Context: an optimization exercise on an open-source flow, tuned for small area, a short achievable clock period and few clock cycles. The choices shown serve that exercise and are no tape-out recipe. Where RTL was checked, it was by simulation tests only, not by an equivalence proof against the original.

Setup of oak:
Design qsim_top, start of the top module:
module qsim_top #(
  parameter int MAX_QUBITS = 4,
  parameter int MAX_GATES  = 4,
  localparam int MAX_N = 2 ** MAX_QUBITS,
  localparam int IN_AW = $clog2(MAX_N + 1),
  localparam int GT_AW = $clog2(MAX_GATES * MAX_N * MAX_N),
  localparam int SP_AW = MAX_QUBITS + 1
) (
  input  logic                  clk,
  input  logic                  reset_n,
  input  logic                  dut_valid,
  output logic                  dut_ready,
  output logic [IN_AW-1:0]      q_state_input_sram_read_address,
  input  qsim_pkg::word_t       q_state_input_sram_read_data,
  output logic [GT_AW-1:0]      q_gates_sram_read_address,
  input  qsim_pkg::word_t       q_gates_sram_read_data,
  output logic [SP_AW-1:0]      scratchpad_sram_read_address,
  input  qsim_pkg::word_t       scratchpad_sram_read_data,
  output logic                  scratchpad_sram_write_enable,
  output logic [SP_AW-1:0]      scratchpad_sram_write_address,
  output qsim_pkg::word_t       scratchpad_sram_write_data,
  output logic                  q_state_output_sram_write_enable,
  output logic [MAX_QUBITS-1:0] q_state_output_sram_write_address,
  output qsim_pkg::word_t       q_state_output_sram_write_data
);
==> flow/config.mk <==
export PLATFORM = sky130hd
export DESIGN_NAME = qsim_top
export DESIGN_NICKNAME = qsim_top
export VERILOG_FILES = /design/flow/design.v
export SDC_FILE = /design/flow/constraint.sdc
export NUM_CORES = 4
export LEC_CHECK = 0
export CAP_MARGIN = 20
export CORE_MARGIN = 2
export CORE_UTILIZATION = 60
export SLEW_MARGIN = 20
==> flow/constraint.sdc <==
create_clock -name core_clock -period 12.0 [get_ports {clk}]
set_input_delay 2.4000 -clock core_clock [delete_from_list [all_inputs] [get_ports {clk}]]
set_output_delay 2.4000 -clock core_clock [all_outputs]
set_load 0.01 [all_outputs]
standard.sh (not shown) runs the stock make flow with config.mk's settings and CLKGATE_MAP_FILE= SYNTH_SCRIPT=/design/flow/synth_recipe.tcl, a recipe that flattens the netlist after the stock synthesis.
==> flow/flow/run.sh <==
#!/bin/bash
# Own layout flow: the standard ORFS flow (standard.sh) at the design's
# clock period and constraints, with these changes in how the layout is made:
#  * after the standard synthesis, flow/fa_polarity.py removes inverters
#    between full-adder cells (a full adder with all inputs and outputs
#    complemented is the same cell); registers are untouched;
#  * timing repair aims for SETUP_SLACK_MARGIN ns of setup slack on the worst
#    10% of endpoints (TNS_END_PERCENT 10), so the resizer works on the paths
#    that set the achieved period;
#  * port buffers are buf_2 instead of the default pick;
#  * clock tree synthesis adds no dummy loads and uses clkbuf_8 below the root.
# Each step's full output goes to its own log file in this folder.
set -euo pipefail

export SETUP_SLACK_MARGIN=${SETUP_SLACK_MARGIN:-9.0}
export TNS_END_PERCENT=10
export BUFFER_PORTS_ARGS="-buffer_cell sky130_fd_sc_hd__buf_2"
export CTS_ARGS="-sink_clustering_enable -repair_clock_nets -dont_use_dummy_load -buf_list sky130_fd_sc_hd__clkbuf_8 -root_buf sky130_fd_sc_hd__clkbuf_16"

RES=$(pwd)/orfs/results/$FLOW_PLATFORM/qsim_top/base

bash standard.sh "$RES/1_2_yosys.v" > log_synth.txt 2>&1
cp "$RES/1_2_yosys.v" 1_2_yosys_standard.v
python3 flow/fa_polarity.py 1_2_yosys_standard.v "$RES/1_2_yosys.v" > log_fa_polarity.txt 2>&1
bash standard.sh synth > log_synth_odb.txt 2>&1
bash standard.sh floorplan > log_floorplan.txt 2>&1
bash standard.sh place > log_place.txt 2>&1
bash standard.sh cts > log_cts.txt 2>&1
bash standard.sh route > log_route.txt 2>&1
bash standard.sh finish > log_finish.txt 2>&1
test -s out/final.def
Other scripts of this flow, unchanged in this note and not shown: flow/flow/fa_polarity.py
Modified inputs, pine compared to oak
diff --git a/flow/flow/run.sh b/flow/flow/run.sh
--- a/flow/flow/run.sh
+++ b/flow/flow/run.sh
@@ -9,5 +9,5 @@
 #    that set the achieved period;
 #  * port buffers are buf_2 instead of the default pick;
-#  * clock tree synthesis adds no dummy loads and uses clkbuf_8 below the root.
+#  * clock tree synthesis adds no dummy loads.
 # Each step's full output goes to its own log file in this folder.
 set -euo pipefail
@@ -16,5 +16,5 @@
 export TNS_END_PERCENT=10
 export BUFFER_PORTS_ARGS="-buffer_cell sky130_fd_sc_hd__buf_2"
-export CTS_ARGS="-sink_clustering_enable -repair_clock_nets -dont_use_dummy_load -buf_list sky130_fd_sc_hd__clkbuf_8 -root_buf sky130_fd_sc_hd__clkbuf_16"
+export CTS_ARGS="-sink_clustering_enable -repair_clock_nets -dont_use_dummy_load"
 
 RES=$(pwd)/orfs/results/$FLOW_PLATFORM/qsim_top/base
Notes after the runs:
Sum of routed wire segments on met1 (higher): oak
The violation count after the first detailed-routing iteration of pine exceeds that of oak by 39.
pine ends up with higher headroom to the max-slew limit than oak does.
Between oak and pine, the flow reports global-route wire length before repair increasing slightly.
pine against oak: post-layout instance area barely changed, worst hold-check slack stayed essentially flat.
The lower average detailed-routed wire length per instance came out of oak.
No functional check of the RTL was part of any run of this note.

========
P:
qsim_top, a different RTL version from the one above (not shown whole).
Size: roughly 3800 cells after synthesis, about 40000 um2 of cells after synthesis.
Design qsim_top, start of the top module:
module qsim_top #(
  parameter int MAX_QUBITS = 4,
  parameter int MAX_GATES  = 4,
  localparam int MAX_N = 2 ** MAX_QUBITS,
  localparam int IN_AW = $clog2(MAX_N + 1),
  localparam int GT_AW = $clog2(MAX_GATES * MAX_N * MAX_N),
  localparam int SP_AW = MAX_QUBITS + 1
) (
  input  logic                  clk,
  input  logic                  reset_n,
  input  logic                  dut_valid,
  output logic                  dut_ready,
  output logic [IN_AW-1:0]      q_state_input_sram_read_address,
  input  qsim_pkg::word_t       q_state_input_sram_read_data,
  output logic [GT_AW-1:0]      q_gates_sram_read_address,
  input  qsim_pkg::word_t       q_gates_sram_read_data,
  output logic [SP_AW-1:0]      scratchpad_sram_read_address,
  input  qsim_pkg::word_t       scratchpad_sram_read_data,
  output logic                  scratchpad_sram_write_enable,
  output logic [SP_AW-1:0]      scratchpad_sram_write_address,
  output qsim_pkg::word_t       scratchpad_sram_write_data,
  output logic                  q_state_output_sram_write_enable,
  output logic [MAX_QUBITS-1:0] q_state_output_sram_write_address,
  output qsim_pkg::word_t       q_state_output_sram_write_data
);
  localparam int ND = qsim_pkg::NDIG;
  localparam int AW = qsim_pkg::ACC_W;
  localparam int K  = 18;
  logic [MAX_QUBITS-1:0] n_m1;
  logic [2:0]            m_reg;
  logic                  use_in;
  logic                  use_in_n;
  logic [3:0]            acc_first;
  logic                  row_done;
  logic                  job_done;
  ...
clock: 12.0 ns
lec_check: 0
cap_margin: 20
core_margin: 2
core_utilization: 60
cts_cluster_diameter: 100
cts_cluster_size: 30
slew_margin: 20
==> flow/flow/run.sh <==
#!/bin/bash
# Own layout flow: the standard ORFS flow (standard.sh) at the design's
# clock period and constraints, with these changes in how the layout is made:
#  * after the standard synthesis, flow/fa_polarity.py removes inverters
#    between full-adder cells (a full adder with all inputs and outputs
#    complemented is the same cell); registers are untouched;
#  * timing repair aims for SETUP_SLACK_MARGIN ns of setup slack, worst path
#    only (TNS_END_PERCENT 0), so the resizer works on the paths that set the
#    achieved period;
#  * port buffers are buf_4 instead of the default pick.
# Each step's full output goes to its own log file in this folder.
set -euo pipefail

export SETUP_SLACK_MARGIN=${SETUP_SLACK_MARGIN:-9.0}
export TNS_END_PERCENT=0
export BUFFER_PORTS_ARGS="-buffer_cell sky130_fd_sc_hd__buf_4"

RES=$(pwd)/orfs/results/$FLOW_PLATFORM/qsim_top/base

bash standard.sh "$RES/1_2_yosys.v" > log_synth.txt 2>&1
cp "$RES/1_2_yosys.v" 1_2_yosys_standard.v
python3 flow/fa_polarity.py 1_2_yosys_standard.v "$RES/1_2_yosys.v" > log_fa_polarity.txt 2>&1
bash standard.sh synth > log_synth_odb.txt 2>&1
bash standard.sh floorplan > log_floorplan.txt 2>&1
bash standard.sh place > log_place.txt 2>&1
bash standard.sh cts > log_cts.txt 2>&1
bash standard.sh route > log_route.txt 2>&1
bash standard.sh finish > log_finish.txt 2>&1
test -s out/final.def
Other scripts of this flow, unchanged in this note and not shown: flow/flow/fa_polarity.py
Testbench counts of P, summed over its fixed seeds: cycles 68,716.
> inputs changed (P -> Q)
- CORE_UTILIZATION now 40, was 60
- CTS_CLUSTER_SIZE no longer set, was 30
- CTS_CLUSTER_DIAMETER no longer set, was 100
==> flow/flow/run.sh <==
#!/bin/bash
# Own layout flow: the standard ORFS flow (standard.sh) at the design's
# clock period and constraints, with two changes in how the layout is made:
#  * timing repair aims for SETUP_SLACK_MARGIN ns of setup slack on the worst
#    path only (TNS_END_PERCENT 0), so the resizer works on the paths that set
#    the achieved period;
#  * port buffers are buf_4 instead of the default pick.
# The synthesis is the standard one, unchanged. Each step's full output
# goes to its own log file in this folder.
set -euo pipefail

export SETUP_SLACK_MARGIN=${SETUP_SLACK_MARGIN:-8.5}
export TNS_END_PERCENT=0
export BUFFER_PORTS_ARGS="-buffer_cell sky130_fd_sc_hd__buf_4"

bash standard.sh synth > log_synth.txt 2>&1
bash standard.sh floorplan > log_floorplan.txt 2>&1
bash standard.sh place > log_place.txt 2>&1
bash standard.sh cts > log_cts.txt 2>&1
bash standard.sh route > log_route.txt 2>&1
bash standard.sh finish > log_finish.txt 2>&1
test -s out/final.def
[summary]
Diff P -> Q: delay of the slowest cell on the worst path went down by 150 ps, number of standard cells after synthesis went up by 203, mean instance size in the synthesized netlist went down by 3.2%, overall routing resource usage went down by 11 points, logic depth of the worst register-to-register path went down by 2.
Sequential share of layout area down 1.2 points in Q wrt P
From P to Q the numbers moved as follows: non-clock buffer count up 12, met3 usage in global routing down 0.43 points.

========
v35:
qsim_top again, from the RTL that the note above started with.
Settings: LEC_CHECK=0, CAP_MARGIN=20, CORE_MARGIN=2, CORE_UTILIZATION=60, SLEW_MARGIN=20; clock period 12.0 ns.
==> flow/flow/run.sh <==
#!/bin/bash
# Own layout flow: the standard ORFS flow (standard.sh) at the design's
# clock period and constraints, with these changes in how the layout is made:
#  * after the standard synthesis, flow/fa_polarity.py removes inverters
#    between full-adder cells (a full adder with all inputs and outputs
#    complemented is the same cell); registers are untouched;
#  * timing repair aims for SETUP_SLACK_MARGIN ns of setup slack, worst path
#    only (TNS_END_PERCENT 0), so the resizer works on the paths that set the
#    achieved period;
#  * port buffers are buf_4 instead of the default pick.
# Each step's full output goes to its own log file in this folder.
set -euo pipefail

export SETUP_SLACK_MARGIN=${SETUP_SLACK_MARGIN:-8.5}
export TNS_END_PERCENT=0
export BUFFER_PORTS_ARGS="-buffer_cell sky130_fd_sc_hd__buf_4"

RES=$(pwd)/orfs/results/$FLOW_PLATFORM/qsim_top/base

bash standard.sh "$RES/1_2_yosys.v" > log_synth.txt 2>&1
cp "$RES/1_2_yosys.v" 1_2_yosys_standard.v
python3 flow/fa_polarity.py 1_2_yosys_standard.v "$RES/1_2_yosys.v" > log_fa_polarity.txt 2>&1
bash standard.sh synth > log_synth_odb.txt 2>&1
bash standard.sh floorplan > log_floorplan.txt 2>&1
bash standard.sh place > log_place.txt 2>&1
bash standard.sh cts > log_cts.txt 2>&1
bash standard.sh route > log_route.txt 2>&1
bash standard.sh finish > log_finish.txt 2>&1
test -s out/final.def
Other scripts of this flow, unchanged in this note and not shown: flow/flow/fa_polarity.py
Testbench counts of v35, summed over its fixed seeds: cycles 68,716.
#### Input delta (v14 over v35)
- a change of CORE_UTILIZATION from 60 to 40
==> flow/flow/run.sh <==
#!/bin/bash
# Own layout flow: the standard ORFS flow (standard.sh) at the design's
# clock period and constraints, with two changes in how the layout is made:
#  * timing repair aims for SETUP_SLACK_MARGIN ns of setup slack on the worst
#    path only (TNS_END_PERCENT 0), so the resizer works on the paths that set
#    the achieved period;
#  * port buffers are buf_4 instead of the default pick.
# The synthesis is the standard one, unchanged. Each step's full output
# goes to its own log file in this folder.
set -euo pipefail

export SETUP_SLACK_MARGIN=${SETUP_SLACK_MARGIN:-8.0}
export TNS_END_PERCENT=0
export BUFFER_PORTS_ARGS="-buffer_cell sky130_fd_sc_hd__buf_4"

bash standard.sh synth > log_synth.txt 2>&1
bash standard.sh floorplan > log_floorplan.txt 2>&1
bash standard.sh place > log_place.txt 2>&1
bash standard.sh cts > log_cts.txt 2>&1
bash standard.sh route > log_route.txt 2>&1
bash standard.sh finish > log_finish.txt 2>&1
test -s out/final.def
[summary]
Each of the runs, namely v35 and v14, reached the end of the flow and came out clean. Between v35 and v14, share of the clock period used by the worst path after layout increased. Clock latency of the later-clocked register in the worst-skew pair of v14 is on par with v35. Compared v14 vs v35, and number of CTS-inserted buffers is up in v14. Going from v35 to v14, mean post-synth cell area shrank by about 3.2%; filler cell count now sits higher; minimum clock period after layout +0.30 ns. dfxtp_1 as the critical-path cell with the highest stage delay was reported by v14, and dfstp_2 by v35. Relative to v35, multi-input gate share of total cell area decreased by 1.9 points in v14. In the metrics for v35 and v14, the one carrying the lower clock skew is v14. NOTE total wire length v35->v14 increased by a few percent.

========
qsim_top, a different RTL version from the one above (not shown whole).
For scale: roughly 3800 cells after synthesis, about 0.040 mm2 of cells after synthesis.
export LEC_CHECK = 0
export CAP_MARGIN = 20
export CORE_MARGIN = 2
export CORE_UTILIZATION = 60
export SLEW_MARGIN = 20
create_clock -name core_clock -period 12.0 [get_ports {clk}]
==> flow/flow/run.sh <==
#!/bin/bash
# Own layout flow: the standard ORFS flow (standard.sh) at the design's
# clock period and constraints, with these changes in how the layout is made:
#  * after the standard synthesis, flow/fa_polarity.py removes inverters
#    between full-adder cells (a full adder with all inputs and outputs
#    complemented is the same cell); registers are untouched;
#  * timing repair aims for SETUP_SLACK_MARGIN ns of setup slack, worst path
#    only (TNS_END_PERCENT 0), so the resizer works on the paths that set the
#    achieved period;
#  * port buffers are buf_2 instead of the default pick;
#  * clock tree synthesis adds no dummy loads.
# Each step's full output goes to its own log file in this folder.
set -euo pipefail

export SETUP_SLACK_MARGIN=${SETUP_SLACK_MARGIN:-8.5}
export TNS_END_PERCENT=100
export BUFFER_PORTS_ARGS="-buffer_cell sky130_fd_sc_hd__buf_2"
export CTS_ARGS="-sink_clustering_enable -repair_clock_nets -dont_use_dummy_load"

RES=$(pwd)/orfs/results/$FLOW_PLATFORM/qsim_top/base

bash standard.sh "$RES/1_2_yosys.v" > log_synth.txt 2>&1
cp "$RES/1_2_yosys.v" 1_2_yosys_standard.v
python3 flow/fa_polarity.py 1_2_yosys_standard.v "$RES/1_2_yosys.v" > log_fa_polarity.txt 2>&1
bash standard.sh synth > log_synth_odb.txt 2>&1
bash standard.sh floorplan > log_floorplan.txt 2>&1
bash standard.sh place > log_place.txt 2>&1
bash standard.sh cts > log_cts.txt 2>&1
bash standard.sh route > log_route.txt 2>&1
bash standard.sh finish > log_finish.txt 2>&1
test -s out/final.def
Other scripts of this flow, unchanged in this note and not shown: flow/flow/fa_polarity.py
The baseline completed without violations.
Then changed:
--- a/flow/flow/run.sh
+++ b/flow/flow/run.sh
@@ -15,2 +15,2 @@
-export SETUP_SLACK_MARGIN=${SETUP_SLACK_MARGIN:-8.5}
-export TNS_END_PERCENT=100
+export SETUP_SLACK_MARGIN=${SETUP_SLACK_MARGIN:-9.0}
+export TNS_END_PERCENT=0
After rerunning: Utilization went down by 4.5 points; cell area falls by 6.5%; wire length decreases by 7.2%; via count falls by 5.5%; sequential cell count stays the same; final cell count shrinks by 4.2%; clock skew falls by 0.031 ns; die area does not change.
Then changed:
--- a/flow/flow/run.sh
+++ b/flow/flow/run.sh
@@ -15 +15 @@
-export SETUP_SLACK_MARGIN=${SETUP_SLACK_MARGIN:-9.0}
+export SETUP_SLACK_MARGIN=${SETUP_SLACK_MARGIN:-8.5}
The new run finished clean.
Non-clock buffer count rises by 17.
Clock skew falls by 0.0066 ns.
Final cell count rises by about 0.33%.
Die area is unchanged.
Register-to-register slack gains 0.03 ns.
Worst setup slack gains 0.026 ns.
Routed wire length falls by about 0.35%.
Global-route usage falls by 0.44 points.
No run of this note included a check of the RTL's function; only the layout flow was run.

==> port drivers added, routing unchanged <==
No port has a modelled driver above. Below, the same layouts with a new extraction and two added sets of constraints.
Step 1: set_driving_cell puts a clkbuf_16 on clk and a buf_2 on each other input, an assumption about the parent block.
Step 2 adds t to the input delays and takes it off the output delays; t is the mean of the earliest and latest rising clock arrival at the registers after step 1. Input paths then give back, and output paths get back, about the clock's delay inside the block.
Slacks: no drivers / after step 1 / after step 2; pairs: no drivers / after step 1.
run	t, ns	setup slack, ns	worst setup path after step 2	worst data-port slew with drivers (ns)
oak	0.649	8.363 / 8.345 / 8.218	input to register	0.14
pine	0.685	8.304 / 8.304 / 8.251	input to register	0.14
P	0.696	8.240 / 8.205 / 7.933	input to register	0.15
Q	0.738	8.278 / 8.210 / 7.997	input to register	0.15
v35	0.700	8.286 / 8.218 / 7.988	input to register	0.14
v14	0.682	7.991 / 7.991 / 7.991	register to register	0.14
the first run of note 4	0.696	8.322 / 8.322 / 7.913	input to register	0.17
the second run of note 4	0.690	8.294 / 8.294 / 7.825	input to register	0.15
the third run of note 4	0.669	8.319 / 8.319 / 7.818	input to register	0.16
After both steps setup and hold are still met in every run listed. For the third run of note 4, which loses most, drivers alone change the setup slack by 0.000 ns; drivers and shift together by -0.501 ns.
